Background: an optimization exercise with open tools, aiming at small area, a short achievable clock period and few clock cycles per item. Do not read the settings as production practice. The RTL was checked by simulation tests, not by an equivalence proof against the original design. Power and IR drop assume default switching activity.

## flow/config.mk

```make
export PLATFORM = sky130hd
export DESIGN_NAME = tilt_orientation_qualifier_core
export DESIGN_NICKNAME = tilt_orientation_qualifier_core
export VERILOG_FILES = /design/flow/design.v
export SDC_FILE = /design/flow/constraint.sdc
export NUM_CORES = 4
export LEC_CHECK = 0
export CAP_MARGIN = 20
export CORE_MARGIN = 2
export CORE_UTILIZATION = 40
export SLEW_MARGIN = 20
export SYNTH_HIERARCHICAL = 1
```

## flow/constraint.sdc

```tcl
create_clock -name core_clock -period 10.5 [get_ports {clk}]
set_input_delay 2.1000 -clock core_clock [delete_from_list [all_inputs] [get_ports {clk}]]
set_output_delay 2.1000 -clock core_clock [all_outputs]
set_load 0.01 [all_outputs]
```

## flow/design.v

```verilog
package tlt_pkg;
    localparam int SAMPLE_WIDTH = 16;
    localparam int TIME_W       = 32;
    localparam int PROD_W       = SAMPLE_WIDTH + 10;
    localparam int IN_TDATA_W   = ((TIME_W + 2 * SAMPLE_WIDTH + 7) / 8) * 8;
    localparam int IN_PAD_W     = IN_TDATA_W - TIME_W - 2 * SAMPLE_WIDTH;
    localparam int OUT_TDATA_W  = 8;
    localparam int MT_W         = 27;
    localparam int MT_NG        = (MT_W - 1 + 3) / 4;
    localparam logic [1:0] REG_TILT_THRESHOLD = 2'd0;
    localparam logic [1:0] REG_AXIS_MARGIN    = 2'd1;
    localparam logic [1:0] REG_POLL_INTERVAL  = 2'd2;
    localparam logic [1:0] REG_STABLE_TIME    = 2'd3;
    localparam logic [14:0] TILT_THRESHOLD_RST = 15'd4096;
    localparam logic [9:0]  AXIS_MARGIN_RST    = 10'd320;
    localparam logic [15:0] POLL_INTERVAL_RST  = 16'd100;
    localparam logic [15:0] STABLE_TIME_RST    = 16'd300;
    typedef struct packed {
        logic [14:0] tilt_level;
        logic [9:0]  axis_margin_q8;
        logic [15:0] poll_interval_ms;
        logic [15:0] hold_ms;
    } tlt_cfg_t;
    typedef struct packed {
        logic       ambiguous;
        logic [1:0] quadrant;
    } tlt_class_t;
    typedef struct packed {
        logic [1:0] quadrant;
        logic       changed;
    } tlt_result_t;
endpackage
import tlt_pkg::*;
module tlt_carry #(parameter int W = 16)
(
    input  logic [W-1:0] a,
    input  logic [W-1:0] b,
    input  logic         ci,
    output logic         co
);
    logic [W:0] g;
    logic [W:0] p;
    always_comb
    begin
        g = {a & b, ci};
        p = {a | b, 1'b0};
        for (int d = 1; d <= W; d = d * 2)
            for (int i = W; i >= d; i--)
            begin
                g[i] = g[i] | (p[i] & g[i-d]);
                p[i] = p[i] & p[i-d];
            end
        co = g[W];
    end
endmodule
module tlt_inc #(parameter int W = 16)
(
    input  logic [W-1:0] a,
    input  logic         ci,
    output logic [W:0]   y
);
    logic [W:0] c;
    always_comb
    begin
        c = {a, ci};
        for (int d = 1; d <= W; d = d * 2)
            for (int i = W; i >= d; i--)
                c[i] = c[i] & c[i-d];
        for (int i = 0; i < W; i++)
            y[i] = a[i] ^ (i == 0 ? ci : c[i == 0 ? 0 : i]);
        y[W] = c[W];
    end
endmodule
module tlt_margin_tree
(
    input  logic [14:0]       pu,
    input  logic              ps,
    input  logic [14:0]       nqu,       
    input  logic              nqs,       
    input  logic [9:0]        m,
    output logic [MT_NG-1:0]  grp_g,
    output logic [MT_NG-1:0]  grp_p,
    output logic              top_x
);
    localparam int W = MT_W;
    logic [W-1:0] h0, h1;
    logic [4*MT_NG-1:0] bg;
    logic [4*MT_NG-1:0] bp;
    logic t1, t2, t3, t4, t5, t6, t7, t8, t9, t10, t11, t12, t13, t14, t15, t16, t17, t18, t19, t20, t21, t22, t23, t24, t25, t26, t27, t28, t29, t30, t31, t32, t33, t34, t35, t36, t37, t38, t39, t40, t41, t42, t43, t44, t45, t46, t47, t48, t49, t50, t51, t52, t53, t54, t55, t56, t57, t58, t59, t60, t61, t62, t63, t64, t65, t66, t67, t68, t69, t70, t71, t72, t73, t74, t75, t76, t77, t78, t79, t80, t81, t82, t83, t84, t85, t86, t87, t88, t89, t90, t91, t92, t93, t94, t95, t96, t97, t98, t99, t100, t101, t102, t103, t104, t105, t106, t107, t108, t109, t110, t111, t112, t113, t114, t115, t116, t117, t118, t119, t120, t121, t122, t123, t124, t125, t126, t127, t128, t129, t130, t131, t132, t133, t134, t135, t136, t137, t138, t139, t140, t141, t142, t143, t144, t145, t146, t147, t148, t149, t150, t151, t152, t153, t154, t155, t156, t157, t158, t159, t160, t161, t162, t163, t164, t165, t166, t167, t168, t169, t170, t171, t172, t173, t174, t175, t176, t177, t178, t179, t180, t181, t182, t183, t184, t185, t186, t187, t188, t189, t190, t191, t192, t193, t194, t195, t196, t197, t198, t199, t200, t201, t202, t203, t204, t205, t206, t207, t208, t209, t210, t211, t212, t213, t214, t215, t216, t217, t218, t219, t220, t221, t222, t223, t224, t225, t226, t227, t228, t229, t230, t231, t232, t233, t234, t235, t236, t237, t238, t239, t240, t241, t242, t243, t244, t245, t246, t247, t248, t249, t250, t251, t252, t253, t254, t255, t256, t257, t258, t259, t260, t261, t262, t263, t264, t265, t266, t267, t268, t269, t270, t271, t272, t273, t274, t275, t276, t277, t278, t279, t280, t281, t282, t283, t284, t285, t286, t287, t288, t289, t290, t291, t292, t293, t294, t295, t296, t297, t298, t299, t300, t301, t302, t303, t304, t305, t306, t307, t308, t309, t310, t311, t312, t313, t314, t315, t316, t317, t318, t319, t320, t321, t322, t323, t324, t325, t326, t327, t328, t329, t330, t331, t332, t333, t334, t335, t336, t337, t338, t339, t340, t341, t342, t343, t344, t345, t346, t347, t348, t349, t350, t351, t352, t353, t354, t355, t356, t357, t358, t359, t360, t361, t362, t363, t364, t365, t366, t367, t368, t369, t370, t371, t372, t373, t374, t375, t376, t377, t378, t379, t380, t381, t382, t383, t384, t385, t386, t387, t388, t389, t390, t391, t392, t393, t394, t395, t396, t397, t398, t399, t400, t401, t402, t403, t404, t405, t406, t407, t408, t409, t410, t411, t412, t413, t414, t415, t416, t417, t418, t419, t420, t421, t422, t423, t424, t425, t426, t427, t428, t429, t430, t431, t432, t433, t434, t435, t436, t437, t438, t439, t440, t441, t442, t443, t444, t445, t446, t447, t448, t449, t450, t451, t452, t453, t454, t455, t456, t457, t458, t459, t460;
    assign t1 = (m[0] & pu[0]);
    assign t2 = (ps & m[0]);
    assign t3 = (m[0] & pu[1]);
    assign t4 = (m[1] & pu[0]);
    assign t5 = (ps & m[1]);
    assign t6 = (m[0] & pu[2]);
    assign t7 = (m[1] & pu[1]);
    assign t8 = (m[2] & pu[0]);
    assign t9 = (ps & m[2]);
    assign t10 = (m[0] & pu[3]);
    assign t11 = (m[1] & pu[2]);
    assign t12 = (m[2] & pu[1]);
    assign t13 = (m[3] & pu[0]);
    assign t14 = (ps & m[3]);
    assign t15 = (m[0] & pu[4]);
    assign t16 = (m[1] & pu[3]);
    assign t17 = (m[2] & pu[2]);
    assign t18 = (m[3] & pu[1]);
    assign t19 = (m[4] & pu[0]);
    assign t20 = (ps & m[4]);
    assign t21 = (m[0] & pu[5]);
    assign t22 = (m[1] & pu[4]);
    assign t23 = (m[2] & pu[3]);
    assign t24 = (m[3] & pu[2]);
    assign t25 = (m[4] & pu[1]);
    assign t26 = (m[5] & pu[0]);
    assign t27 = (ps & m[5]);
    assign t28 = (m[0] & pu[6]);
    assign t29 = (m[1] & pu[5]);
    assign t30 = (m[2] & pu[4]);
    assign t31 = (m[3] & pu[3]);
    assign t32 = (m[4] & pu[2]);
    assign t33 = (m[5] & pu[1]);
    assign t34 = (m[6] & pu[0]);
    assign t35 = (ps & m[6]);
    assign t36 = (m[0] & pu[7]);
    assign t37 = (m[1] & pu[6]);
    assign t38 = (m[2] & pu[5]);
    assign t39 = (m[3] & pu[4]);
    assign t40 = (m[4] & pu[3]);
    assign t41 = (m[5] & pu[2]);
    assign t42 = (m[6] & pu[1]);
    assign t43 = (m[7] & pu[0]);
    assign t44 = (ps & m[7]);
    assign t45 = (m[0] & pu[8]);
    assign t46 = (m[1] & pu[7]);
    assign t47 = (m[2] & pu[6]);
    assign t48 = (m[3] & pu[5]);
    assign t49 = (m[4] & pu[4]);
    assign t50 = (m[5] & pu[3]);
    assign t51 = (m[6] & pu[2]);
    assign t52 = (m[7] & pu[1]);
    assign t53 = (m[8] & pu[0]);
    assign t54 = (ps & m[8]);
    assign t55 = nqu[0];
    assign t56 = nqs;
    assign t57 = (m[0] & pu[9]);
    assign t58 = (m[1] & pu[8]);
    assign t59 = (m[2] & pu[7]);
    assign t60 = (m[3] & pu[6]);
    assign t61 = (m[4] & pu[5]);
    assign t62 = (m[5] & pu[4]);
    assign t63 = (m[6] & pu[3]);
    assign t64 = (m[7] & pu[2]);
    assign t65 = (m[8] & pu[1]);
    assign t66 = (m[9] & pu[0]);
    assign t67 = (ps & m[9]);
    assign t68 = nqu[1];
    assign t69 = (m[0] & pu[10]);
    assign t70 = (m[1] & pu[9]);
    assign t71 = (m[2] & pu[8]);
    assign t72 = (m[3] & pu[7]);
    assign t73 = (m[4] & pu[6]);
    assign t74 = (m[5] & pu[5]);
    assign t75 = (m[6] & pu[4]);
    assign t76 = (m[7] & pu[3]);
    assign t77 = (m[8] & pu[2]);
    assign t78 = (m[9] & pu[1]);
    assign t79 = nqu[2];
    assign t80 = (m[0] & pu[11]);
    assign t81 = (m[1] & pu[10]);
    assign t82 = (m[2] & pu[9]);
    assign t83 = (m[3] & pu[8]);
    assign t84 = (m[4] & pu[7]);
    assign t85 = (m[5] & pu[6]);
    assign t86 = (m[6] & pu[5]);
    assign t87 = (m[7] & pu[4]);
    assign t88 = (m[8] & pu[3]);
    assign t89 = (m[9] & pu[2]);
    assign t90 = nqu[3];
    assign t91 = (m[0] & pu[12]);
    assign t92 = (m[1] & pu[11]);
    assign t93 = (m[2] & pu[10]);
    assign t94 = (m[3] & pu[9]);
    assign t95 = (m[4] & pu[8]);
    assign t96 = (m[5] & pu[7]);
    assign t97 = (m[6] & pu[6]);
    assign t98 = (m[7] & pu[5]);
    assign t99 = (m[8] & pu[4]);
    assign t100 = (m[9] & pu[3]);
    assign t101 = nqu[4];
    assign t102 = (m[0] & pu[13]);
    assign t103 = (m[1] & pu[12]);
    assign t104 = (m[2] & pu[11]);
    assign t105 = (m[3] & pu[10]);
    assign t106 = (m[4] & pu[9]);
    assign t107 = (m[5] & pu[8]);
    assign t108 = (m[6] & pu[7]);
    assign t109 = (m[7] & pu[6]);
    assign t110 = (m[8] & pu[5]);
    assign t111 = (m[9] & pu[4]);
    assign t112 = nqu[5];
    assign t113 = (m[0] & pu[14]);
    assign t114 = (m[1] & pu[13]);
    assign t115 = (m[2] & pu[12]);
    assign t116 = (m[3] & pu[11]);
    assign t117 = (m[4] & pu[10]);
    assign t118 = (m[5] & pu[9]);
    assign t119 = (m[6] & pu[8]);
    assign t120 = (m[7] & pu[7]);
    assign t121 = (m[8] & pu[6]);
    assign t122 = (m[9] & pu[5]);
    assign t123 = nqu[6];
    assign t124 = (m[1] & pu[14]);
    assign t125 = (m[2] & pu[13]);
    assign t126 = (m[3] & pu[12]);
    assign t127 = (m[4] & pu[11]);
    assign t128 = (m[5] & pu[10]);
    assign t129 = (m[6] & pu[9]);
    assign t130 = (m[7] & pu[8]);
    assign t131 = (m[8] & pu[7]);
    assign t132 = (m[9] & pu[6]);
    assign t133 = nqu[7];
    assign t134 = (m[2] & pu[14]);
    assign t135 = (m[3] & pu[13]);
    assign t136 = (m[4] & pu[12]);
    assign t137 = (m[5] & pu[11]);
    assign t138 = (m[6] & pu[10]);
    assign t139 = (m[7] & pu[9]);
    assign t140 = (m[8] & pu[8]);
    assign t141 = (m[9] & pu[7]);
    assign t142 = nqu[8];
    assign t143 = (m[3] & pu[14]);
    assign t144 = (m[4] & pu[13]);
    assign t145 = (m[5] & pu[12]);
    assign t146 = (m[6] & pu[11]);
    assign t147 = (m[7] & pu[10]);
    assign t148 = (m[8] & pu[9]);
    assign t149 = (m[9] & pu[8]);
    assign t150 = nqu[9];
    assign t151 = (m[4] & pu[14]);
    assign t152 = (m[5] & pu[13]);
    assign t153 = (m[6] & pu[12]);
    assign t154 = (m[7] & pu[11]);
    assign t155 = (m[8] & pu[10]);
    assign t156 = (m[9] & pu[9]);
    assign t157 = nqu[10];
    assign t158 = (m[5] & pu[14]);
    assign t159 = (m[6] & pu[13]);
    assign t160 = (m[7] & pu[12]);
    assign t161 = (m[8] & pu[11]);
    assign t162 = (m[9] & pu[10]);
    assign t163 = nqu[11];
    assign t164 = (m[6] & pu[14]);
    assign t165 = (m[7] & pu[13]);
    assign t166 = (m[8] & pu[12]);
    assign t167 = (m[9] & pu[11]);
    assign t168 = nqu[12];
    assign t169 = (m[7] & pu[14]);
    assign t170 = (m[8] & pu[13]);
    assign t171 = (m[9] & pu[12]);
    assign t172 = nqu[13];
    assign t173 = (m[8] & pu[14]);
    assign t174 = (m[9] & pu[13]);
    assign t175 = nqu[14];
    assign t176 = (m[9] & pu[14]);
    assign t177 = t45 ^ t46 ^ t47;
    assign t178 = (t45 & t46) | (t45 & t47) | (t46 & t47);
    assign t179 = t48 ^ t49;
    assign t180 = t48 & t49;
    assign t181 = t57 ^ t58 ^ t59;
    assign t182 = (t57 & t58) | (t57 & t59) | (t58 & t59);
    assign t183 = t60 ^ t61 ^ t62;
    assign t184 = (t60 & t61) | (t60 & t62) | (t61 & t62);
    assign t185 = t63 ^ t64;
    assign t186 = t63 & t64;
    assign t187 = t69 ^ t70 ^ t71;
    assign t188 = (t69 & t70) | (t69 & t71) | (t70 & t71);
    assign t189 = t72 ^ t73 ^ t74;
    assign t190 = (t72 & t73) | (t72 & t74) | (t73 & t74);
    assign t191 = t75 ^ t76;
    assign t192 = t75 & t76;
    assign t193 = t80 ^ t81 ^ t82;
    assign t194 = (t80 & t81) | (t80 & t82) | (t81 & t82);
    assign t195 = t83 ^ t84 ^ t85;
    assign t196 = (t83 & t84) | (t83 & t85) | (t84 & t85);
    assign t197 = t86 ^ t87;
    assign t198 = t86 & t87;
    assign t199 = t91 ^ t92 ^ t93;
    assign t200 = (t91 & t92) | (t91 & t93) | (t92 & t93);
    assign t201 = t94 ^ t95 ^ t96;
    assign t202 = (t94 & t95) | (t94 & t96) | (t95 & t96);
    assign t203 = t97 ^ t98;
    assign t204 = t97 & t98;
    assign t205 = t102 ^ t103 ^ t104;
    assign t206 = (t102 & t103) | (t102 & t104) | (t103 & t104);
    assign t207 = t105 ^ t106 ^ t107;
    assign t208 = (t105 & t106) | (t105 & t107) | (t106 & t107);
    assign t209 = t108 ^ t109;
    assign t210 = t108 & t109;
    assign t211 = t113 ^ t114 ^ t115;
    assign t212 = (t113 & t114) | (t113 & t115) | (t114 & t115);
    assign t213 = t116 ^ t117 ^ t118;
    assign t214 = (t116 & t117) | (t116 & t118) | (t117 & t118);
    assign t215 = t119 ^ t120;
    assign t216 = t119 & t120;
    assign t217 = t124 ^ t125 ^ t126;
    assign t218 = (t124 & t125) | (t124 & t126) | (t125 & t126);
    assign t219 = t127 ^ t128 ^ t129;
    assign t220 = (t127 & t128) | (t127 & t129) | (t128 & t129);
    assign t221 = t134 ^ t135 ^ t136;
    assign t222 = (t134 & t135) | (t134 & t136) | (t135 & t136);
    assign t223 = t21 ^ t22;
    assign t224 = t21 & t22;
    assign t225 = t28 ^ t29 ^ t30;
    assign t226 = (t28 & t29) | (t28 & t30) | (t29 & t30);
    assign t227 = t31 ^ t32;
    assign t228 = t31 & t32;
    assign t229 = t36 ^ t37 ^ t38;
    assign t230 = (t36 & t37) | (t36 & t38) | (t37 & t38);
    assign t231 = t39 ^ t40 ^ t41;
    assign t232 = (t39 & t40) | (t39 & t41) | (t40 & t41);
    assign t233 = t42 ^ t43;
    assign t234 = t42 & t43;
    assign t235 = t177 ^ t179 ^ t50;
    assign t236 = (t177 & t179) | (t177 & t50) | (t179 & t50);
    assign t237 = t51 ^ t52 ^ t53;
    assign t238 = (t51 & t52) | (t51 & t53) | (t52 & t53);
    assign t239 = t54 ^ t55 ^ t56;
    assign t240 = (t54 & t55) | (t54 & t56) | (t55 & t56);
    assign t241 = t181 ^ t183 ^ t185;
    assign t242 = (t181 & t183) | (t181 & t185) | (t183 & t185);
    assign t243 = t65 ^ t66 ^ t67;
    assign t244 = (t65 & t66) | (t65 & t67) | (t66 & t67);
    assign t245 = t68 ^ t178 ^ t180;
    assign t246 = (t68 & t178) | (t68 & t180) | (t178 & t180);
    assign t247 = t187 ^ t189 ^ t191;
    assign t248 = (t187 & t189) | (t187 & t191) | (t189 & t191);
    assign t249 = t77 ^ t78 ^ t79;
    assign t250 = (t77 & t78) | (t77 & t79) | (t78 & t79);
    assign t251 = t182 ^ t184 ^ t186;
    assign t252 = (t182 & t184) | (t182 & t186) | (t184 & t186);
    assign t253 = t193 ^ t195 ^ t197;
    assign t254 = (t193 & t195) | (t193 & t197) | (t195 & t197);
    assign t255 = t88 ^ t89 ^ t90;
    assign t256 = (t88 & t89) | (t88 & t90) | (t89 & t90);
    assign t257 = t188 ^ t190 ^ t192;
    assign t258 = (t188 & t190) | (t188 & t192) | (t190 & t192);
    assign t259 = t199 ^ t201 ^ t203;
    assign t260 = (t199 & t201) | (t199 & t203) | (t201 & t203);
    assign t261 = t99 ^ t100 ^ t101;
    assign t262 = (t99 & t100) | (t99 & t101) | (t100 & t101);
    assign t263 = t194 ^ t196 ^ t198;
    assign t264 = (t194 & t196) | (t194 & t198) | (t196 & t198);
    assign t265 = t205 ^ t207 ^ t209;
    assign t266 = (t205 & t207) | (t205 & t209) | (t207 & t209);
    assign t267 = t110 ^ t111 ^ t112;
    assign t268 = (t110 & t111) | (t110 & t112) | (t111 & t112);
    assign t269 = t200 ^ t202 ^ t204;
    assign t270 = (t200 & t202) | (t200 & t204) | (t202 & t204);
    assign t271 = t211 ^ t213 ^ t215;
    assign t272 = (t211 & t213) | (t211 & t215) | (t213 & t215);
    assign t273 = t121 ^ t122 ^ t123;
    assign t274 = (t121 & t122) | (t121 & t123) | (t122 & t123);
    assign t275 = t206 ^ t208 ^ t210;
    assign t276 = (t206 & t208) | (t206 & t210) | (t208 & t210);
    assign t277 = t217 ^ t219 ^ t130;
    assign t278 = (t217 & t219) | (t217 & t130) | (t219 & t130);
    assign t279 = t131 ^ t132 ^ t133;
    assign t280 = (t131 & t132) | (t131 & t133) | (t132 & t133);
    assign t281 = t212 ^ t214 ^ t216;
    assign t282 = (t212 & t214) | (t212 & t216) | (t214 & t216);
    assign t283 = t221 ^ t137 ^ t138;
    assign t284 = (t221 & t137) | (t221 & t138) | (t137 & t138);
    assign t285 = t139 ^ t140 ^ t141;
    assign t286 = (t139 & t140) | (t139 & t141) | (t140 & t141);
    assign t287 = t142 ^ t218 ^ t220;
    assign t288 = (t142 & t218) | (t142 & t220) | (t218 & t220);
    assign t289 = t143 ^ t144 ^ t145;
    assign t290 = (t143 & t144) | (t143 & t145) | (t144 & t145);
    assign t291 = t146 ^ t147 ^ t148;
    assign t292 = (t146 & t147) | (t146 & t148) | (t147 & t148);
    assign t293 = t149 ^ t150 ^ t222;
    assign t294 = (t149 & t150) | (t149 & t222) | (t150 & t222);
    assign t295 = t151 ^ t152 ^ t153;
    assign t296 = (t151 & t152) | (t151 & t153) | (t152 & t153);
    assign t297 = t154 ^ t155 ^ t156;
    assign t298 = (t154 & t155) | (t154 & t156) | (t155 & t156);
    assign t299 = t158 ^ t159 ^ t160;
    assign t300 = (t158 & t159) | (t158 & t160) | (t159 & t160);
    assign t301 = t10 ^ t11;
    assign t302 = t10 & t11;
    assign t303 = t15 ^ t16 ^ t17;
    assign t304 = (t15 & t16) | (t15 & t17) | (t16 & t17);
    assign t305 = t18 ^ t19;
    assign t306 = t18 & t19;
    assign t307 = t223 ^ t23 ^ t24;
    assign t308 = (t223 & t23) | (t223 & t24) | (t23 & t24);
    assign t309 = t25 ^ t26 ^ t27;
    assign t310 = (t25 & t26) | (t25 & t27) | (t26 & t27);
    assign t311 = t225 ^ t227 ^ t33;
    assign t312 = (t225 & t227) | (t225 & t33) | (t227 & t33);
    assign t313 = t34 ^ t35 ^ t224;
    assign t314 = (t34 & t35) | (t34 & t224) | (t35 & t224);
    assign t315 = t229 ^ t231 ^ t233;
    assign t316 = (t229 & t231) | (t229 & t233) | (t231 & t233);
    assign t317 = t44 ^ t226 ^ t228;
    assign t318 = (t44 & t226) | (t44 & t228) | (t226 & t228);
    assign t319 = t235 ^ t237 ^ t239;
    assign t320 = (t235 & t237) | (t235 & t239) | (t237 & t239);
    assign t321 = t230 ^ t232 ^ t234;
    assign t322 = (t230 & t232) | (t230 & t234) | (t232 & t234);
    assign t323 = t241 ^ t243 ^ t245;
    assign t324 = (t241 & t243) | (t241 & t245) | (t243 & t245);
    assign t325 = t236 ^ t238 ^ t240;
    assign t326 = (t236 & t238) | (t236 & t240) | (t238 & t240);
    assign t327 = t247 ^ t249 ^ t251;
    assign t328 = (t247 & t249) | (t247 & t251) | (t249 & t251);
    assign t329 = t242 ^ t244 ^ t246;
    assign t330 = (t242 & t244) | (t242 & t246) | (t244 & t246);
    assign t331 = t253 ^ t255 ^ t257;
    assign t332 = (t253 & t255) | (t253 & t257) | (t255 & t257);
    assign t333 = t248 ^ t250 ^ t252;
    assign t334 = (t248 & t250) | (t248 & t252) | (t250 & t252);
    assign t335 = t259 ^ t261 ^ t263;
    assign t336 = (t259 & t261) | (t259 & t263) | (t261 & t263);
    assign t337 = t254 ^ t256 ^ t258;
    assign t338 = (t254 & t256) | (t254 & t258) | (t256 & t258);
    assign t339 = t265 ^ t267 ^ t269;
    assign t340 = (t265 & t267) | (t265 & t269) | (t267 & t269);
    assign t341 = t260 ^ t262 ^ t264;
    assign t342 = (t260 & t262) | (t260 & t264) | (t262 & t264);
    assign t343 = t271 ^ t273 ^ t275;
    assign t344 = (t271 & t273) | (t271 & t275) | (t273 & t275);
    assign t345 = t266 ^ t268 ^ t270;
    assign t346 = (t266 & t268) | (t266 & t270) | (t268 & t270);
    assign t347 = t277 ^ t279 ^ t281;
    assign t348 = (t277 & t279) | (t277 & t281) | (t279 & t281);
    assign t349 = t272 ^ t274 ^ t276;
    assign t350 = (t272 & t274) | (t272 & t276) | (t274 & t276);
    assign t351 = t283 ^ t285 ^ t287;
    assign t352 = (t283 & t285) | (t283 & t287) | (t285 & t287);
    assign t353 = t278 ^ t280 ^ t282;
    assign t354 = (t278 & t280) | (t278 & t282) | (t280 & t282);
    assign t355 = t289 ^ t291 ^ t293;
    assign t356 = (t289 & t291) | (t289 & t293) | (t291 & t293);
    assign t357 = t284 ^ t286 ^ t288;
    assign t358 = (t284 & t286) | (t284 & t288) | (t286 & t288);
    assign t359 = t295 ^ t297 ^ t157;
    assign t360 = (t295 & t297) | (t295 & t157) | (t297 & t157);
    assign t361 = t290 ^ t292 ^ t294;
    assign t362 = (t290 & t292) | (t290 & t294) | (t292 & t294);
    assign t363 = t299 ^ t161 ^ t162;
    assign t364 = (t299 & t161) | (t299 & t162) | (t161 & t162);
    assign t365 = t163 ^ t296 ^ t298;
    assign t366 = (t163 & t296) | (t163 & t298) | (t296 & t298);
    assign t367 = t164 ^ t165 ^ t166;
    assign t368 = (t164 & t165) | (t164 & t166) | (t165 & t166);
    assign t369 = t167 ^ t168 ^ t300;
    assign t370 = (t167 & t168) | (t167 & t300) | (t168 & t300);
    assign t371 = t169 ^ t170 ^ t171;
    assign t372 = (t169 & t170) | (t169 & t171) | (t170 & t171);
    assign t373 = t6 ^ t7;
    assign t374 = t6 & t7;
    assign t375 = t301 ^ t12 ^ t13;
    assign t376 = (t301 & t12) | (t301 & t13) | (t12 & t13);
    assign t377 = t303 ^ t305 ^ t20;
    assign t378 = (t303 & t305) | (t303 & t20) | (t305 & t20);
    assign t379 = t307 ^ t309 ^ t304;
    assign t380 = (t307 & t309) | (t307 & t304) | (t309 & t304);
    assign t381 = t311 ^ t313 ^ t308;
    assign t382 = (t311 & t313) | (t311 & t308) | (t313 & t308);
    assign t383 = t315 ^ t317 ^ t312;
    assign t384 = (t315 & t317) | (t315 & t312) | (t317 & t312);
    assign t385 = t319 ^ t321 ^ t316;
    assign t386 = (t319 & t321) | (t319 & t316) | (t321 & t316);
    assign t387 = t323 ^ t325 ^ t320;
    assign t388 = (t323 & t325) | (t323 & t320) | (t325 & t320);
    assign t389 = t327 ^ t329 ^ t324;
    assign t390 = (t327 & t329) | (t327 & t324) | (t329 & t324);
    assign t391 = t331 ^ t333 ^ t328;
    assign t392 = (t331 & t333) | (t331 & t328) | (t333 & t328);
    assign t393 = t335 ^ t337 ^ t332;
    assign t394 = (t335 & t337) | (t335 & t332) | (t337 & t332);
    assign t395 = t339 ^ t341 ^ t336;
    assign t396 = (t339 & t341) | (t339 & t336) | (t341 & t336);
    assign t397 = t343 ^ t345 ^ t340;
    assign t398 = (t343 & t345) | (t343 & t340) | (t345 & t340);
    assign t399 = t347 ^ t349 ^ t344;
    assign t400 = (t347 & t349) | (t347 & t344) | (t349 & t344);
    assign t401 = t351 ^ t353 ^ t348;
    assign t402 = (t351 & t353) | (t351 & t348) | (t353 & t348);
    assign t403 = t355 ^ t357 ^ t352;
    assign t404 = (t355 & t357) | (t355 & t352) | (t357 & t352);
    assign t405 = t359 ^ t361 ^ t356;
    assign t406 = (t359 & t361) | (t359 & t356) | (t361 & t356);
    assign t407 = t363 ^ t365 ^ t360;
    assign t408 = (t363 & t365) | (t363 & t360) | (t365 & t360);
    assign t409 = t367 ^ t369 ^ t364;
    assign t410 = (t367 & t369) | (t367 & t364) | (t369 & t364);
    assign t411 = t371 ^ t172 ^ t368;
    assign t412 = (t371 & t172) | (t371 & t368) | (t172 & t368);
    assign t413 = t173 ^ t174 ^ t175;
    assign t414 = (t173 & t174) | (t173 & t175) | (t174 & t175);
    assign t415 = t3 ^ t4;
    assign t416 = t3 & t4;
    assign t417 = t373 ^ t8 ^ t9;
    assign t418 = (t373 & t8) | (t373 & t9) | (t8 & t9);
    assign t419 = t375 ^ t14 ^ t374;
    assign t420 = (t375 & t14) | (t375 & t374) | (t14 & t374);
    assign t421 = t377 ^ t302 ^ t376;
    assign t422 = (t377 & t302) | (t377 & t376) | (t302 & t376);
    assign t423 = t379 ^ t306 ^ t378;
    assign t424 = (t379 & t306) | (t379 & t378) | (t306 & t378);
    assign t425 = t381 ^ t310 ^ t380;
    assign t426 = (t381 & t310) | (t381 & t380) | (t310 & t380);
    assign t427 = t383 ^ t314 ^ t382;
    assign t428 = (t383 & t314) | (t383 & t382) | (t314 & t382);
    assign t429 = t385 ^ t318 ^ t384;
    assign t430 = (t385 & t318) | (t385 & t384) | (t318 & t384);
    assign t431 = t387 ^ t322 ^ t386;
    assign t432 = (t387 & t322) | (t387 & t386) | (t322 & t386);
    assign t433 = t389 ^ t326 ^ t388;
    assign t434 = (t389 & t326) | (t389 & t388) | (t326 & t388);
    assign t435 = t391 ^ t330 ^ t390;
    assign t436 = (t391 & t330) | (t391 & t390) | (t330 & t390);
    assign t437 = t393 ^ t334 ^ t392;
    assign t438 = (t393 & t334) | (t393 & t392) | (t334 & t392);
    assign t439 = t395 ^ t338 ^ t394;
    assign t440 = (t395 & t338) | (t395 & t394) | (t338 & t394);
    assign t441 = t397 ^ t342 ^ t396;
    assign t442 = (t397 & t342) | (t397 & t396) | (t342 & t396);
    assign t443 = t399 ^ t346 ^ t398;
    assign t444 = (t399 & t346) | (t399 & t398) | (t346 & t398);
    assign t445 = t401 ^ t350 ^ t400;
    assign t446 = (t401 & t350) | (t401 & t400) | (t350 & t400);
    assign t447 = t403 ^ t354 ^ t402;
    assign t448 = (t403 & t354) | (t403 & t402) | (t354 & t402);
    assign t449 = t405 ^ t358 ^ t404;
    assign t450 = (t405 & t358) | (t405 & t404) | (t358 & t404);
    assign t451 = t407 ^ t362 ^ t406;
    assign t452 = (t407 & t362) | (t407 & t406) | (t362 & t406);
    assign t453 = t409 ^ t366 ^ t408;
    assign t454 = (t409 & t366) | (t409 & t408) | (t366 & t408);
    assign t455 = t411 ^ t370 ^ t410;
    assign t456 = (t411 & t370) | (t411 & t410) | (t370 & t410);
    assign t457 = t413 ^ t372 ^ t412;
    assign t458 = (t413 & t372) | (t413 & t412) | (t372 & t412);
    assign t459 = t176 ^ 1'b1 ^ t414;
    assign t460 = (t176 & 1'b1) | (t176 & t414) | (1'b1 & t414);
    assign h0[0] = t1;
    assign h1[0] = t2;
    assign h0[1] = t415;
    assign h1[1] = t5;
    assign h0[2] = t417;
    assign h1[2] = t416;
    assign h0[3] = t419;
    assign h1[3] = t418;
    assign h0[4] = t421;
    assign h1[4] = t420;
    assign h0[5] = t423;
    assign h1[5] = t422;
    assign h0[6] = t425;
    assign h1[6] = t424;
    assign h0[7] = t427;
    assign h1[7] = t426;
    assign h0[8] = t429;
    assign h1[8] = t428;
    assign h0[9] = t431;
    assign h1[9] = t430;
    assign h0[10] = t433;
    assign h1[10] = t432;
    assign h0[11] = t435;
    assign h1[11] = t434;
    assign h0[12] = t437;
    assign h1[12] = t436;
    assign h0[13] = t439;
    assign h1[13] = t438;
    assign h0[14] = t441;
    assign h1[14] = t440;
    assign h0[15] = t443;
    assign h1[15] = t442;
    assign h0[16] = t445;
    assign h1[16] = t444;
    assign h0[17] = t447;
    assign h1[17] = t446;
    assign h0[18] = t449;
    assign h1[18] = t448;
    assign h0[19] = t451;
    assign h1[19] = t450;
    assign h0[20] = t453;
    assign h1[20] = t452;
    assign h0[21] = t455;
    assign h1[21] = t454;
    assign h0[22] = t457;
    assign h1[22] = t456;
    assign h0[23] = t459;
    assign h1[23] = t458;
    assign h0[24] = 1'b1;
    assign h1[24] = t460;
    assign h0[25] = 1'b1;
    assign h1[25] = 1'b0;
    assign h0[26] = 1'b1;
    assign h1[26] = 1'b0;
    assign bg = {h0[W-2:0] & h1[W-2:0], {(4*MT_NG-W+1){1'b0}}};
    assign bp = {h0[W-2:0] | h1[W-2:0], {(4*MT_NG-W+1){1'b0}}};
    for (genvar j = 0; j < MT_NG; j++)
    begin : g_grp
        assign grp_g[j] = bg[4*j+3] | (bp[4*j+3] & bg[4*j+2])
                        | (bp[4*j+3] & bp[4*j+2] & bg[4*j+1])
                        | (bp[4*j+3] & bp[4*j+2] & bp[4*j+1] & bg[4*j]);
        assign grp_p[j] = &bp[4*j +: 4];
    end
    assign top_x = h0[W-1] ^ h1[W-1];
endmodule
module tlt_margin_sign
(
    input  logic [MT_NG-1:0] grp_g,
    input  logic [MT_NG-1:0] grp_p,
    input  logic             top_x,
    output logic             flag
);
    logic c_top;
    tlt_carry #(MT_NG) u_top (.a(grp_g), .b(grp_g | grp_p), .ci(1'b0), .co(c_top));
    assign flag = top_x ^ c_top;
endmodule
module tlt_classify_prep
(
    input  logic signed [SAMPLE_WIDTH-1:0] accel_x,
    input  logic signed [SAMPLE_WIDTH-1:0] accel_y,
    input  logic                           big_m,      
    output logic [SAMPLE_WIDTH-2:0]        pu,
    output logic                           ps,
    output logic [SAMPLE_WIDTH-2:0]        nqu,        
    output logic                           nqs,
    output logic                           sx,
    output logic                           sy,
    output logic                           y_big,      
    output logic                           both_zero
);
    logic [SAMPLE_WIDTH-2:0] ux;
    logic [SAMPLE_WIDTH-2:0] uy;
    logic [SAMPLE_WIDTH-2:0] fu;
    logic                    fs;
    logic [SAMPLE_WIDTH-2:0] su;
    logic                    ss;
    assign sx = accel_x[SAMPLE_WIDTH-1];
    assign sy = accel_y[SAMPLE_WIDTH-1];
    assign ux = accel_x[SAMPLE_WIDTH-2:0] ^ {(SAMPLE_WIDTH-1){sx}};
    assign uy = accel_y[SAMPLE_WIDTH-2:0] ^ {(SAMPLE_WIDTH-1){sy}};
    logic c_ge;
    logic c_add;
    tlt_carry #(SAMPLE_WIDTH-1) u_ge  (.a(accel_y[SAMPLE_WIDTH-2:0]), .b(~accel_x[SAMPLE_WIDTH-2:0]),
                                       .ci(1'b1), .co(c_ge));
    tlt_carry #(SAMPLE_WIDTH-1) u_add (.a(accel_y[SAMPLE_WIDTH-2:0]), .b(accel_x[SAMPLE_WIDTH-2:0]),
                                       .ci(1'b0), .co(c_add));
    assign y_big = (sx ^ sy) ? (c_add ^ sy) : (c_ge ^ sx);
    assign both_zero = (accel_x == '0) && (accel_y == '0);
    assign fu = big_m ? ux : uy;
    assign fs = big_m ? sx : sy;
    assign su = big_m ? uy : ux;
    assign ss = big_m ? sy : sx;
    assign pu = y_big ? fu : su;
    assign ps = y_big ? fs : ss;
    assign nqu = ~(y_big ? su : fu);
    assign nqs = ~(y_big ? ss : fs);
endmodule
module tlt_classify
(
    input  logic [SAMPLE_WIDTH-2:0] pu,
    input  logic                    ps,
    input  logic [SAMPLE_WIDTH-2:0] nqu,
    input  logic                    nqs,
    input  logic                    sx,
    input  logic                    sy,
    input  logic                    y_big,
    input  logic                    both_zero,
    input  tlt_pkg::tlt_cfg_t       cfg,
    output logic [MT_NG-1:0]        grp_g,
    output logic [MT_NG-1:0]        grp_p,
    output logic                    top_x,
    output tlt_pkg::tlt_class_t     cls0,      
    output tlt_pkg::tlt_class_t     cls1       
);
    logic                    big_m;
    logic [SAMPLE_WIDTH-2:0] lu;
    logic                    ls;
    logic [SAMPLE_WIDTH-1:0] lv;
    logic                    not_below;
    logic [1:0]              quad_x;
    logic [1:0]              quad_y;
    assign big_m = |cfg.axis_margin_q8[9:8];
    tlt_margin_tree u_mt (
        .pu    (pu),
        .ps    (ps),
        .nqu   (nqu),
        .nqs   (nqs),
        .m     (cfg.axis_margin_q8),
        .grp_g (grp_g),
        .grp_p (grp_p),
        .top_x (top_x)
    );
    assign lu = big_m ? ~nqu : pu;
    assign ls = big_m ? !nqs : ps;
    tlt_inc #(SAMPLE_WIDTH-1) u_inc (.a(lu), .ci(ls), .y(lv));
    tlt_carry #(SAMPLE_WIDTH) u_thr (.a(lv), .b(~{1'b0, cfg.tilt_level}), .ci(1'b1), .co(not_below));
    assign quad_y = sy ? 2'd1 : 2'd3;
    assign quad_x = sx ? 2'd2 : 2'd0;
    always_comb
    begin
        cls0.ambiguous = !not_below || big_m || both_zero;
        cls0.quadrant  = y_big ? quad_y : quad_x;
        cls1.ambiguous = !not_below || (!big_m && both_zero);
        cls1.quadrant  = (y_big || !big_m) ? quad_y : quad_x;
    end
endmodule
import tlt_pkg::*;
module tlt_since
(
    input  logic [31:0] now,
    input  logic [31:0] since,
    input  logic [15:0] lim,
    output logic        ok
);
    logic [31:0] ns;
    logic [15:0] nl;
    logic [15:0] s;
    logic [15:0] k;
    logic        b;
    logic        kk;
    logic        ok_lo;
    logic [15:0] x;
    logic [15:0] o;
    logic [15:0] z;
    logic        hi_zero;
    assign ns = ~since;
    assign nl = ~lim;
    tlt_carry #(16) u_b (.a(now[15:0]), .b(ns[15:0]), .ci(1'b1), .co(b));
    assign s = now[15:0] ^ ns[15:0] ^ nl;
    assign k = (now[15:0] & ns[15:0]) | (now[15:0] & nl) | (ns[15:0] & nl);
    tlt_carry #(15) u_kk (.a(s[15:1]), .b(k[14:0]), .ci(1'b1), .co(kk));
    assign ok_lo = b ? (k[15] & kk) : (k[15] | kk);
    assign x = now[31:16] ^ ns[31:16];
    assign o = now[31:16] | ns[31:16];
    always_comb
    begin
        z[0] = x[0] == b;
        for (int i = 1; i < 16; i++)
            z[i] = x[i] == o[i-1];
    end
    assign hi_zero = &z;
    assign ok = !hi_zero || ok_lo;
endmodule
module tlt_qualify
(
    input  logic              clk,
    input  logic              rst_n,
    input  logic              fire,         
    input  logic [TIME_W-1:0] now_ms,       
    input  logic              fire_q,       
    input  logic              sample_ok,    
    input  tlt_pkg::tlt_class_t        cls,          
    input  tlt_pkg::tlt_cfg_t          cfg,
    output tlt_pkg::tlt_result_t       res           
);
    logic [1:0]        committed_reg;
    logic [1:0]        committed_next;
    logic [1:0]        pending_reg;
    logic [1:0]        pending_next;
    logic [TIME_W-1:0] start_reg;
    logic [TIME_W-1:0] last_reg;
    logic              take_reg;
    logic              poll_ok;
    logic              hold_ok;
    logic              take;
    logic              set_start;
    logic              changed;
    tlt_since u_poll (.now(now_ms), .since(last_reg), .lim(cfg.poll_interval_ms), .ok(poll_ok));
    assign take = fire && poll_ok;
    always_ff @(posedge clk or negedge rst_n)
    begin
        if (!rst_n)
            last_reg <= '0;
        else if (take)
            last_reg <= now_ms;
    end
    always_ff @(posedge clk)
    begin
        take_reg <= take;
    end
    tlt_since u_hold (.now(last_reg), .since(start_reg), .lim(cfg.hold_ms), .ok(hold_ok));
    always_comb
    begin
        committed_next = committed_reg;
        pending_next   = pending_reg;
        set_start      = 1'b0;
        changed        = 1'b0;
        if (fire_q && take_reg && sample_ok)
        begin
            if (cls.ambiguous || (cls.quadrant == committed_reg))
            begin
                pending_next = committed_reg;
            end
            else if (cls.quadrant != pending_reg)
            begin
                pending_next = cls.quadrant;
                set_start    = 1'b1;
            end
            else if (hold_ok)
            begin
                committed_next = cls.quadrant;
                changed        = 1'b1;
            end
        end
    end
    assign res.quadrant = committed_next;
    assign res.changed  = changed;
    always_ff @(posedge clk or negedge rst_n)
    begin
        if (!rst_n)
        begin
            committed_reg <= 2'd0;
            pending_reg   <= 2'd0;
        end
        else
        begin
            committed_reg <= committed_next;
            pending_reg   <= pending_next;
        end
    end
    always_ff @(posedge clk or negedge rst_n)
    begin
        if (!rst_n)
            start_reg <= '0;
        else if (set_start)
            start_reg <= last_reg;
    end
endmodule
import tlt_pkg::*;
module tilt_orientation_qualifier_core
(
    input  logic                   clk,
    input  logic                   rst_n,
    input  logic                   s_tvalid,
    output logic                   s_tready,
    input  logic [IN_TDATA_W-1:0]  s_tdata,    
    input  logic                   s_tuser,    
    output logic                   m_tvalid,
    input  logic                   m_tready,
    output logic [OUT_TDATA_W-1:0] m_tdata,    
    output logic                   m_tuser,    
    input  logic                   psel,
    input  logic                   penable,
    input  logic                   pwrite,
    input  logic [3:0]             paddr,
    input  logic [31:0]            pwdata,
    output logic [31:0]            prdata,
    output logic                   pready
);
    localparam int QD = 4;    
    tlt_pkg::tlt_cfg_t cfg_reg;
    logic [1:0]        rd_sel_reg;
    logic                    v0_reg;
    logic [TIME_W-1:0]       now0_reg;
    logic                    ok0_reg;
    logic [SAMPLE_WIDTH-2:0] pu0_reg;
    logic                    ps0_reg;
    logic [SAMPLE_WIDTH-2:0] nqu0_reg;
    logic                    nqs0_reg;
    logic                    sx0_reg;
    logic                    sy0_reg;
    logic                    ybig0_reg;
    logic                    zero0_reg;
    logic                    v1_reg;
    logic                    ok1_reg;
    logic [MT_NG-1:0]        grp_g1_reg;
    logic [MT_NG-1:0]        grp_p1_reg;
    logic                    top_x1_reg;
    tlt_pkg::tlt_class_t     cls0_1_reg;
    tlt_pkg::tlt_class_t     cls1_1_reg;
    logic [QD-1:0]           qv_reg;
    logic [3*QD-1:0]         qd_reg;    
    logic [QD:0]             qv_up;
    logic [3*QD+2:0]         qd_up;
    logic [QD-1:0]           qv_sh;
    logic [3*QD-1:0]         qd_sh;
    logic [QD-1:0]           q_put;
    logic [2:0]              cnt_reg;
    logic                    rdy_reg;
    logic                    accept;
    logic                    pop;
    logic                    cfg_wr;
    logic [SAMPLE_WIDTH-2:0] pu;
    logic                    ps;
    logic [SAMPLE_WIDTH-2:0] nqu;
    logic                    nqs;
    logic                    sx;
    logic                    sy;
    logic                    y_big;
    logic                    both_zero;
    logic [MT_NG-1:0]        grp_g;
    logic [MT_NG-1:0]        grp_p;
    logic                    top_x;
    tlt_pkg::tlt_class_t     cls0;
    tlt_pkg::tlt_class_t     cls1;
    logic                    flag;
    tlt_pkg::tlt_class_t     cls;
    tlt_pkg::tlt_result_t    res;
    logic [2:0]              cnt_next;
    assign pready = 1'b1;
    assign cfg_wr = psel && penable && pwrite;
    always_ff @(posedge clk or negedge rst_n)
    begin
        if (!rst_n)
        begin
            cfg_reg.tilt_level       <= TILT_THRESHOLD_RST;
            cfg_reg.axis_margin_q8   <= AXIS_MARGIN_RST;
            cfg_reg.poll_interval_ms <= POLL_INTERVAL_RST;
            cfg_reg.hold_ms          <= STABLE_TIME_RST;
        end
        else if (cfg_wr)
        begin
            case (paddr[3:2])
                REG_TILT_THRESHOLD: cfg_reg.tilt_level       <= pwdata[14:0];
                REG_AXIS_MARGIN:    cfg_reg.axis_margin_q8   <= pwdata[9:0];
                REG_POLL_INTERVAL:  cfg_reg.poll_interval_ms <= pwdata[15:0];
                default:            cfg_reg.hold_ms          <= pwdata[15:0];
            endcase
        end
    end
    always_ff @(posedge clk)
    begin
        rd_sel_reg <= paddr[3:2];
    end
    always_comb
    begin
        case (rd_sel_reg)
            REG_TILT_THRESHOLD: prdata = 32'(cfg_reg.tilt_level);
            REG_AXIS_MARGIN:    prdata = 32'(cfg_reg.axis_margin_q8);
            REG_POLL_INTERVAL:  prdata = 32'(cfg_reg.poll_interval_ms);
            default:            prdata = 32'(cfg_reg.hold_ms);
        endcase
    end
    assign s_tready = rdy_reg;
    assign accept   = s_tvalid && rdy_reg;
    tlt_classify_prep u_prep (
        .accel_x (s_tdata[TIME_W +: SAMPLE_WIDTH]),
        .accel_y (s_tdata[TIME_W + SAMPLE_WIDTH +: SAMPLE_WIDTH]),
        .big_m     (|cfg_reg.axis_margin_q8[9:8]),
        .pu        (pu),
        .ps        (ps),
        .nqu       (nqu),
        .nqs       (nqs),
        .sx        (sx),
        .sy        (sy),
        .y_big     (y_big),
        .both_zero (both_zero)
    );
    always_ff @(posedge clk or negedge rst_n)
    begin
        if (!rst_n)
        begin
            v0_reg <= 1'b0;
            v1_reg <= 1'b0;
        end
        else
        begin
            v0_reg <= accept;
            v1_reg <= v0_reg;
        end
    end
    always_ff @(posedge clk)
    begin
        now0_reg <= s_tdata[TIME_W-1:0];
        ok0_reg  <= s_tuser;
        pu0_reg   <= pu;
        ps0_reg   <= ps;
        nqu0_reg  <= nqu;
        nqs0_reg  <= nqs;
        sx0_reg   <= sx;
        sy0_reg   <= sy;
        ybig0_reg <= y_big;
        zero0_reg <= both_zero;
    end
    tlt_classify u_classify (
        .pu        (pu0_reg),
        .ps        (ps0_reg),
        .nqu       (nqu0_reg),
        .nqs       (nqs0_reg),
        .sx        (sx0_reg),
        .sy        (sy0_reg),
        .y_big     (ybig0_reg),
        .both_zero (zero0_reg),
        .cfg       (cfg_reg),
        .grp_g     (grp_g),
        .grp_p     (grp_p),
        .top_x     (top_x),
        .cls0      (cls0),
        .cls1      (cls1)
    );
    always_ff @(posedge clk)
    begin
        ok1_reg  <= ok0_reg;
        grp_g1_reg <= grp_g;
        grp_p1_reg <= grp_p;
        top_x1_reg <= top_x;
        cls0_1_reg <= cls0;
        cls1_1_reg <= cls1;
    end
    tlt_margin_sign u_sign (
        .grp_g (grp_g1_reg),
        .grp_p (grp_p1_reg),
        .top_x (top_x1_reg),
        .flag  (flag)
    );
    assign cls = flag ? cls1_1_reg : cls0_1_reg;
    tlt_qualify u_qualify (
        .clk       (clk),
        .rst_n     (rst_n),
        .fire      (v0_reg),
        .now_ms    (now0_reg),
        .fire_q    (v1_reg),
        .sample_ok (ok1_reg),
        .cls       (cls),
        .cfg       (cfg_reg),
        .res       (res)
    );
    assign pop = qv_reg[0] && m_tready;
    always_comb
    begin
        qv_up  = {1'b0, qv_reg};
        qd_up  = {3'b000, qd_reg};
        qv_sh  = pop ? qv_up[QD:1] : qv_reg;
        qd_sh  = pop ? qd_up[3*QD+2:3] : qd_reg;
        for (int i = 0; i < QD; i++)
            q_put[i] = v1_reg && !qv_sh[i] && (i == 0 || qv_sh[i == 0 ? 0 : i - 1]);
    end
    always_ff @(posedge clk or negedge rst_n)
    begin
        if (!rst_n)
            qv_reg <= '0;
        else
            qv_reg <= qv_sh | q_put;
    end
    always_ff @(posedge clk)
    begin
        for (int i = 0; i < QD; i++)
            qd_reg[3*i +: 3] <= q_put[i] ? {res.changed, res.quadrant} : qd_sh[3*i +: 3];
    end
    assign cnt_next = cnt_reg + 3'(accept) - 3'(pop);
    always_ff @(posedge clk or negedge rst_n)
    begin
        if (!rst_n)
        begin
            cnt_reg <= '0;
            rdy_reg <= 1'b0;
        end
        else
        begin
            cnt_reg <= cnt_next;
            rdy_reg <= (cnt_next < 3'(QD));
        end
    end
    assign m_tvalid = qv_reg[0];
    assign m_tdata  = {(OUT_TDATA_W - 2)'(0), qd_reg[1:0]};
    assign m_tuser  = qd_reg[2];
endmodule
```

## flow/flow/run.sh

```bash
#!/bin/bash
# Standard layout, with plain buf_1 port buffers and timing repair aimed 6.7 ns
# below the clock period.
set -euo pipefail
bash standard.sh SETUP_SLACK_MARGIN=6.7 'BUFFER_PORTS_ARGS=-buffer_cell sky130_fd_sc_hd__buf_1' finish > standard_flow.log 2>&1
```

## flow/standard.sh

```bash
#!/bin/bash
# synth_recipe.tcl (not shown) runs the flow's synth.tcl, then flattens the netlist and writes it again
# the make line also repeats each setting of config.mk as NAME=value (left out here)
make -C /OpenROAD-flow-scripts/flow DESIGN_CONFIG=/design/flow/config.mk WORK_HOME=/design/flow/orfs CLKGATE_MAP_FILE= SYNTH_SCRIPT=/design/flow/synth_recipe.tcl "${@:-finish}"
```

==> out/metrics.csv, run 1 <==
stage;metric;value;unit
power;ir_worst_vdd;281;uV
sta;clock_skew;0.0261;ns
final_layout;area_growth;16.0;%
floorplan;ios;152;
worst_setup_path;critPathTopFamily;flip-flops;
final_layout;layout-drive-gt1-share;23.3;%
clock_tree;cts_tree;done;
route;wl_per_cell;17.7;microns
worst_setup_path;cp_max_fo;6;
worst_setup_path;crit_buf_inv;3;
worst_setup_path;crit_top_cell;buf_6;
route;routed_wl;43800;microns
synth;syn_inst;1702;
global_route;track_usage;19.3;%
worst_setup_path;worstPathArrival;1.96;ns
global_route;grt_first_pass_wirelength;71500;microns
final_layout;seq_area;5680;sq um
sta;fin_crit;4.06;ns
final_layout;multiInputGateArea;11200;sq um
global_route;grt_max_degree;66;
route;ant_nets;0;
place;gp_congestion;0.826;
final_layout;final_nets;2172;
clock_tree;cts_max_level;1;
sta;fin_setup_tns;0;ns
route;drtPass1Iterations;7;
place;place_hpwl;31200;microns
floorplan;core_region_area;44200;sq um
clock_tree;path_clk_slew;0.06;ns
sta;worst_slew_margin_rel;31.7;%
worst_setup_path;cp-end-kind;output pin;
final_layout;fillers;4075;
sta;fmax;247;MHz
floorplan;die_h;216;microns
sta;tightestPinTransition;1.02;ns
floorplan;die_area;46500;sq um
sta;setup_viol;0;
power;p_leak;9.38;nW
worst_setup_path;path_class;reg2out;
clock_tree;cts_hold_buf;0;
synth;async_reset_ff_share;56.0;%
synth;synth.cell_area;17900;sq um
global_route;grt_overflow;0;
floorplan;die_w;216;microns
clock_tree;clockRootBuffer;clkbuf_16;
route;vias_per_cell;5.11;
sta;min_period_over_period;38.6;%
worst_setup_path;slowest_stage;dfrtp_4;
clock_tree;cts_num_sinks;241;
synth;synth_cell_types;73;
synth;synth_warnings;14;
synth;seq_area_frac_synth;31.4;%
sta;slew_viol_final;0;
worst_setup_path;start_kind;flip-flop;
worst_setup_path;critical_path_required;8.40;ns
route;vias;12600;
route;drc;0;
floorplan;initial_core_util;40.5;%
final_layout;largest_reg_flops;57;
synth;ys.flop_type;dfrtp_1;
place;place_inst;2365;
synth;synth_edf_count;12;
clock_tree;clock_latency;0.59;ns
status;outcome;finished clean;
clock_tree;clockBufferDepth;3;
clock_tree;cts_made_buffers;28;
worst_setup_path;path_cells;buf_6 > buf_6 > mux4_2 > buf_6;
global_route;antenna_found_initial;5;
floorplan;rows;77;
power;cellPowerDensity;360;nW/um^2
final_layout;finalNonFillerCells;2474;
sta;finalHoldViolCount;0;
worst_hold_path;hp-class;reg2reg;
sta;grt_setup_unrepaired;true;
route;initialDrtViolationCount;656;
place;port_buffers;110;
worst_setup_path;slowest_delay;0.54;ns
synth;postSynthAreaPerCell;10.5;sq um
job;drv_cap;0;
global_route;grt_pass1_vias;13200;
synth;synth.ff_latch_count;241;
## final timing paths
path	startpoint	end	slack, ns	cells after the start
setup / recovery	cfg_reg[37]$_DFFE_PN0P_	prdata[5]	6.44	4
hold / removal	ok0_reg$_DFF_P_	ok1_reg$_DFF_P_	0.33	0
setup reg to reg	cfg_reg[37]$_DFFE_PN0P_	grp_g1_reg[4]$_DFF_P_	6.45	12
hold reg to reg	ok0_reg$_DFF_P_	ok1_reg$_DFF_P_	0.33	0
max in group asynchronous	rst_n	cfg_reg[39]$_DFFE_PN0P_	7.19	3
min in group asynchronous	rst_n	cnt_reg[1]$_DFF_PN0_	1.40	1
## synthesized netlist by cell type (all sizes together), types with 2 or more instances
| library cell | number | area (sq um) |
|---|---|---|
| inv | 274 | 1030 |
| mux2 | 160 | 1920 |
| fa | 158 | 3160 |
| and2 | 127 | 795 |
| dfrtp | 125 | 3130 |
| dfxtp | 94 | 1880 |
| nand2 | 71 | 267 |
| a21oi | 65 | 385 |
| nor2 | 59 | 221 |
| buf | 56 | 432 |
| xor2 | 51 | 447 |
| ha | 49 | 613 |
| o21ai | 37 | 193 |
| o22ai | 36 | 225 |
| nor3 | 35 | 186 |
| xnor2 | 33 | 297 |
| a31oi | 29 | 181 |
| a22oi | 22 | 205 |
| mux2i | 21 | 223 |
| clkbuf | 15 | 56.3 |
| or2 | 15 | 93.8 |
| a22o | 14 | 123 |
| nor4 | 13 | 118 |
| edfxtp | 12 | 360 |
| nand3 | 12 | 70.1 |
| o211ai | 11 | 82.6 |
| conb | 10 | 37.5 |
| dfstp | 10 | 263 |
| mux4 | 10 | 225 |
| o22a | 10 | 87.6 |
| nand4 | 9 | 77.6 |
| a211oi | 7 | 52.6 |
| maj3 | 7 | 75.1 |
| nand2b | 5 | 31.3 |
| o31ai | 5 | 37.5 |
| a211o | 4 | 35.0 |
| nor2b | 4 | 25.0 |
| o2111ai | 4 | 60.1 |
| o221a | 4 | 45.0 |
| and3 | 3 | 18.8 |
| nor3b | 3 | 33.8 |
| a2111oi | 2 | 20.0 |
| a21o | 2 | 15.0 |
## modules after synthesis (local to each module, per instance), a selection
module                           times used  cells  flops+latches
tilt_orientation_qualifier_core           1    351            172
tlt_margin_tree                           1    500              0
tlt_qualify                               1    158             69
tlt_classify_prep                         1    109              0
tlt_since                                 2    107              0
tlt_classify                              1     64              0
tlt_margin_sign                           1      9              0
## worst register-to-register path: cells and delay by family (launching register included)
family | cells | cell delay, ns
AND/OR/NAND/NOR | 2 | 0.22
flip-flops | 1 | 0.54
AO/OA/AOI/OAI | 2 | 0.24
adder cells (fa/ha/maj) | 6 | 2.75
buffers and inverters | 2 | 0.20
## cell families (layout without fill, tap and decap cells)
group,Yosys count,in the layout,share of synthesized area [%]
muxes,191,191,13.2
xor gates and xnor gates,84,85,4.15
DFF,241,241,31.4
adders and majority gates,214,214,21.5
and+or+nand+nor,358,359,11.0
AOI/OAI and AO/OA,259,259,10.1
buffers and inverters,345,495,8.46
other,10,38,0.209
## repair_timing
action                     in CTS  in global routing
resized for setup             152                 36
setup endpoints to repair     127                 96
pin swaps                      36                 14
setup buffers                  42                  8
cloned                          4                  0
## placed cells by master, fill, tap and decap left out, drive strengths merged, types with 10 or more instances in the layout
| master | count |
|---|---|
| inv | 275 |
| buf | 165 |
| mux2 | 160 |
| fa | 158 |
| and2 | 127 |
| dfrtp | 125 |
| dfxtp | 94 |
| nand2 | 71 |
| a21oi | 65 |
| nor2 | 59 |
| xor2 | 51 |
| ha | 49 |
| clkbuf | 45 |
| o21ai | 37 |
| o22ai | 36 |
| conb | 35 |
| nor3 | 35 |
| xnor2 | 34 |
| a31oi | 29 |
| a22oi | 22 |
| mux2i | 21 |
| or2 | 15 |
| a22o | 14 |
| nor4 | 13 |
| edfxtp | 12 |
| nand3 | 12 |
| o211ai | 11 |
| mux4 | 10 |
| o22a | 10 |
| dfstp | 10 |
## where the power goes
part	internal (mW)	total (mW)	leakage [nW]	switching [mW]
logic	2.40	4.86	6.37	2.46
clock network	0.604	1.01	0.464	0.409
registers	1.26	1.61	2.54	0.357
total	4.26	7.49	9.38	3.22
## through the flow
step | worst slack, ns | power [mW] | hold slack, ns | utilization, % | cell area (sq um)
finish | 6.44 | 7.49 | 0.329 | 47.0 | 20800
global placement | 5.33 | 5.79 | 0.314 | 42.4 | 18800
global route | 6.29 | 8.29 | 0.335 | 47.0 | 20800
CTS | 6.43 | 7.33 | 0.330 | 46.6 | 20600
detailed placement | 5.30 | 5.94 | 0.315 | 42.4 | 18800
floorplan | 6.42 | 4.92 | 0.310 | - | 18100
## layout make-up
type | count | area share [%]
antenna | 3 | 0.0361
clock buffer | 41 | 3.85
clock inverter | 11 | 0.801
inverter | 274 | 4.96
multi-input combinational | 1143 | 53.7
sequential | 241 | 27.3
tap | 592 | 3.56
timing repair buffer | 169 | 5.70
## per-layer routing
| layer | up-vias | global-route usage (%) | share of wire, % |
|---|---|---|---|
| li1 | 5929 | - | - |
| met1 | 6341 | 26.6 | 45 |
| met2 | 306 | 30.8 | 46 |
| met3 | 55 | 4.26 | 6.8 |
| met4 | 4 | 5.26 | 2.2 |
| met5 | - | 0 | 0.059 |
Testbench counts, summed over its fixed seeds: cycles 16,024, items 16,000.
==> inputs of run 2 (changes only) <==
==> flow/flow/run.sh (replaced) <==
#!/bin/bash
# Standard layout, with plain buf_1 port buffers and timing repair aimed 6.4 ns
# below the clock period.
set -euo pipefail
bash standard.sh SETUP_SLACK_MARGIN=6.4 'BUFFER_PORTS_ARGS=-buffer_cell sky130_fd_sc_hd__buf_1' finish > standard_flow.log 2>&1
--- a/flow/config.mk
+++ b/flow/config.mk
@@ -7,6 +7,6 @@
 export LEC_CHECK = 0
-export CAP_MARGIN = 20
+export CAP_MARGIN = 10
 export CORE_MARGIN = 2
 export CORE_UTILIZATION = 40
-export SLEW_MARGIN = 20
+export SLEW_MARGIN = 10
 export SYNTH_HIERARCHICAL = 1
==> run 2 against run 1 <==
Net effect: largest power group unchanged; largest cell class unchanged; highest routed layer unchanged; sequential power is essentially flat; synthesized cell count is the same; clock power shrank 4%.
==> out/metrics.csv, run 2 <==
stage;metric;value;unit;change
route;vias_per_cell;5.13;;was 5.11
clock_tree;cts_made_buffers;28;;unchanged
synth;yosys.area.top_type_share;17.6;%;unchanged
sta;min_period_over_period;39.5;%;was 38.6%
final_layout;final_nets;2147;;was 2172
worst_hold_path;hp-start;ok0_reg$_DFF_P_;;unchanged
floorplan;core_region_area;44200;sq um;unchanged
floorplan;initial_core_util;40.5;%;unchanged
clock_tree;clock_latency;0.57;ns;was 0.59 ns
floorplan;die_area;46500;sq um;unchanged
power;clkPwrFrac;13.1;%;was 13.5%
synth;postSynthAreaPerCell;10.5;sq um;unchanged
status;outcome;finished clean;;unchanged
global_route;busiest_layer;met2;;unchanged
synth;syn_inst;1702;;unchanged
clock_tree;clockBufferDepth;3;;unchanged
synth;netlist_top_cells_count;inv_1, fa_1, mux2_2, and2_1, dfrtp_1;;unchanged
sta;fmax;241;MHz;was 247 MHz
worst_setup_path;start_kind;flip-flop;;unchanged
synth;ys.flop_type;dfrtp_1;;unchanged
sta;slew_viol_final;0;;unchanged
clock_tree;cts_max_level;1;;unchanged
global_route;grt_use_met1;25.3;%;was 26.6%
worst_hold_path;hp-class;reg2reg;;unchanged
place;gp_congestion;0.845;;was 0.826
power;p_int;4.07;mW;was 4.26 mW
sta;grt_setup_unrepaired;true;;unchanged
route;routed_wl;43300;microns;was 43800 microns
job;drv_cap;0;;unchanged
worst_setup_path;critical_path_required;8.40;ns;about the same
final_layout;layout-drive-gt1-share;18.8;%;was 23.3%
global_route;grt_max_degree;60;;was 66
clock_tree;cts_num_sinks;241;;unchanged
synth;synth.cell_area;17900;sq um;unchanged
global_route;track_usage;18.6;%;was 19.3%
sta;setup_viol;0;;unchanged
synth;synth_cell_types;73;;unchanged
power;ir_worst_vdd;237;uV;was 281 uV
worst_setup_path;path_cells;buf_6 > buf_4 > mux4_2 > buf_1;;was buf_6 > buf_6 > mux4_2 > buf_6
power;cellPowerDensity;366;nW/um^2;was 360 nW/um^2
global_route;use_met2;31.3;%;was 30.8%
synth;synth.largest_area_cell;fa_1;;unchanged
global_route;antenna_found_initial;2;;was 5
place;port_buffers;110;;unchanged
power;p_sw;3.28;mW;was 3.22 mW
floorplan;ios;152;;unchanged
worst_setup_path;cp-startpoint;cfg_reg[36]$_DFFE_PN0P_;;was cfg_reg[37]$_DFFE_PN0P_
worst_setup_path;path_class;reg2out;;unchanged
final_layout;area_growth;11.9;%;was 16.0%
synth;synth_edf_count;12;;unchanged
sta;fin_crit;4.15;ns;was 4.06 ns
synth;synth_warnings;14;;unchanged
floorplan;die_h;216;microns;unchanged
clock_tree;cts_hold_buf;0;;unchanged
global_route;grt_pass1_vias;12900;;was 13.2k
global_route;grt_overflow;0;;unchanged
power;power_frac_comb;64.9;%;about the same
worst_setup_path;slowest_delay;0.53;ns;was 0.54 ns
worst_setup_path;crit_buf_inv;3;;unchanged
synth;synth.ff_latch_count;241;;unchanged
worst_setup_path;cp-end-kind;output pin;;unchanged
sta;finalHoldViolCount;0;;unchanged
worst_setup_path;critPathTopFamily;flip-flops;;unchanged
route;vias;12600;;about the same
power;p_leak;8.96;nW;was 9.38 nW
route;drtPass1Iterations;5;;was 7
clock_tree;clockRootBuffer;clkbuf_16;;unchanged
final_layout;final_cell_mix;inv_1, fa_1, mux2_2, and2_1, dfrtp_1;;was inv_1, fa_1, and2_1, dfrtp_1, mux2_2
power;netSwitchingFraction;44.6;%;was 43.1%
worst_setup_path;worstReg2RegStart;cfg_reg[38]$_DFFE_PN1P_;;was cfg_reg[37]$_DFFE_PN0P_
floorplan;rows;77;;unchanged
floorplan;die_w;216;microns;unchanged
final_layout;layout_commonest_cell;inv_1;;unchanged
power;power_frac_seq;22.0;%;was 21.6%
route;initialDrtViolationCount;742;;was 656
worst_setup_path;cp_max_fo;6;;unchanged
sta;fin_setup_tns;0;ns;unchanged
final_layout;largest_reg_flops;57;;unchanged
global_route;grt_first_pass_wirelength;69600;microns;was 71500 microns
synth;async_reset_ff_share;56.0;%;unchanged
synth;seq_area_frac_synth;31.4;%;unchanged
worst_setup_path;worstPathArrival;2.05;ns;was 1.96 ns
route;wl_per_cell;17.7;microns;about the same
synth;synth_most_common_cell;inv_1;;unchanged
clock_tree;cts_tree;done;;unchanged
worst_setup_path;slowest_stage;dfrtp_4;;unchanged
sta;worst_slew_margin_rel;37.6;%;was 31.7%
synth;synthTopCellsByArea;fa_1, dfrtp_1, dfxtp_1;;unchanged
clock_tree;path_clk_slew;0.06;ns;about the same
global_route;grt_util_met3;2.85;%;was 4.26%
final_layout;fin_util;45.4;%;was 47.0%
sta;clock_skew;0.0242;ns;was 0.0261 ns
place;place_hpwl;31800;microns;was 31200 microns
route;drc;0;;unchanged
sta;tightestPinTransition;0.935;ns;was 1.02 ns
route;ant_nets;0;;unchanged
## run 2: cell counts after synthesis
Identical to the previous run, type by type.
## run 2: cell type report
type / count / area (sq um)
inverters: 274 / 1030
fillers: 4158 / 24200
clock buffers: 43 / 798
well taps: 592 / 741
diodes: 1 / 2.50
repair buffers: 145 / 719
multi-input cells: 1142 / 11000
flip-flops and latches: 241 / 5680
clock inverters: 9 / 101
## run 2: kinds of logic after synthesis
logic type                 Yosys count  synth area share (%)
and+or+nand+nor                    358                  11.0
buffers and inverters              345                  8.46
AOI/OAI and AO/OA                  259                  10.1
DFF                                241                  31.4
adders and majority gates          214                  21.5
muxes                              191                  13.2
xor gates and xnor gates            84                  4.15
other                               10                 0.209
## run 2: worst register-to-register path, cell delays in order, from the launching register on
cell     delay, ns
dfstp_4       0.66
and2_1        0.16
fa_1          0.43
fa_1          0.51
inv_1         0.05
fa_1          0.49
fa_1          0.42
fa_1          0.51
nand2_1       0.07
a31oi_1       0.17
o21ai_0       0.10
maj3_1        0.35
## run 2: per-layer routing
metal	share of wire, %	vias to the layer above
li1	-	5859
met1	45	6339
met2	48	294
met3	5.5	63
met4	2.2	2
met5	0.037	-
## run 2: worst paths after layout
kind / to / slack (ns) / cells past startpoint
setup / recovery: prdata[4] / 6.35 / 4
hold / removal: ok1_reg$_DFF_P_ / 0.33 / 0
setup reg to reg: grp_g1_reg[4]$_DFF_P_ / 6.44 / 11
hold reg to reg: ok1_reg$_DFF_P_ / 0.33 / 0
max in group asynchronous: cfg_reg[37]$_DFFE_PN0P_ / 7.83 / 2
min in group asynchronous: v0_reg$_DFF_PN0_ / 1.50 / 1
## run 2: per-module statistics from Yosys, one instance, submodules excluded, a selection
| module | area, sq um | flops+latches | copies in the design |
|---|---|---|---|
| tlt_since | 876 | 0 | 2 |
| tilt_orientation_qualifier_core | 5620 | 172 | 1 |
| tlt_classify_prep | 893 | 0 | 1 |
| tlt_qualify | 2770 | 69 | 1 |
| tlt_classify | 378 | 0 | 1 |
| tlt_margin_sign | 56.3 | 0 | 1 |
| tlt_margin_tree | 4520 | 0 | 1 |
## run 2: timing repair
item | in CTS | in global routing
buffers inserted | 18 | 10
endpoints found under the setup margin | 53 | 76
pin swaps | 2 | 10
cloned | 1 | 0
resized for setup | 35 | 27
## run 2: through the flow
stage / power (mW) / area, sq um / std cells / hold slack [ns] / setup slack, ns
after detailed placement: 6.00 / 18700 / 2365 / 0.314 / 5.27
after global routing: 8.14 / 20100 / 2446 / 0.340 / 6.28
after global placement: 5.88 / 18700 / 2365 / 0.312 / 5.36
after floorplan: 4.90 / 18000 / 1727 / 0.310 / 6.42
after CTS: 7.15 / 19900 / 2436 / 0.329 / 6.41
final: 7.35 / 20100 / 2447 / 0.327 / 6.35
## run 2: power by group through the flow
stage	clock network (mW)	logic (mW)	registers (mW)
6_report	0.966	4.77	1.62
5_1_grt	1.03	5.45	1.66
4_1_cts	0.993	4.54	1.62
3_5_place_dp	0	4.36	1.64
3_3_place_gp	0	4.25	1.63
2_1_floorplan	0	3.44	1.46

[port drivers added, routing unchanged]
Ports are ideal in the flow. The routed layouts listed here were re-timed in OpenROAD.
Step 1 (the two cells are an assumption about what drives the block):
set clk [get_ports {clk}]
set_driving_cell -lib_cell sky130_fd_sc_hd__clkbuf_16 $clk
set_driving_cell -lib_cell sky130_fd_sc_hd__buf_2 [delete_from_list [all_inputs] $clk]
Step 2 also shifts input and output timing later by t, the mid clock arrival at the registers, as if the neighbouring blocks saw the same clock.
Slacks: no drivers / after step 1 / after step 2; pairs: no drivers / after step 1.
| run | shift t [ns] | setup WS [ns] | hold WS [ns] | clock arrival spread, ns | worst slew at a driven data input, ns |
|---|---|---|---|---|---|
| run 1 | 0.631 | 6.443 / 6.390 / 5.855 | 0.329 / 0.329 / 0.329 | 0.027 / 0.027 | 0.11 |
| run 2 | 0.611 | 6.351 / 6.298 / 5.889 | 0.327 / 0.327 / 0.327 | 0.025 / 0.024 | 0.09 |
After both steps setup and hold are still met in every run listed. The setup slack of run 1, which loses most, moves by -0.053 ns with the drivers and by -0.588 ns with both steps.
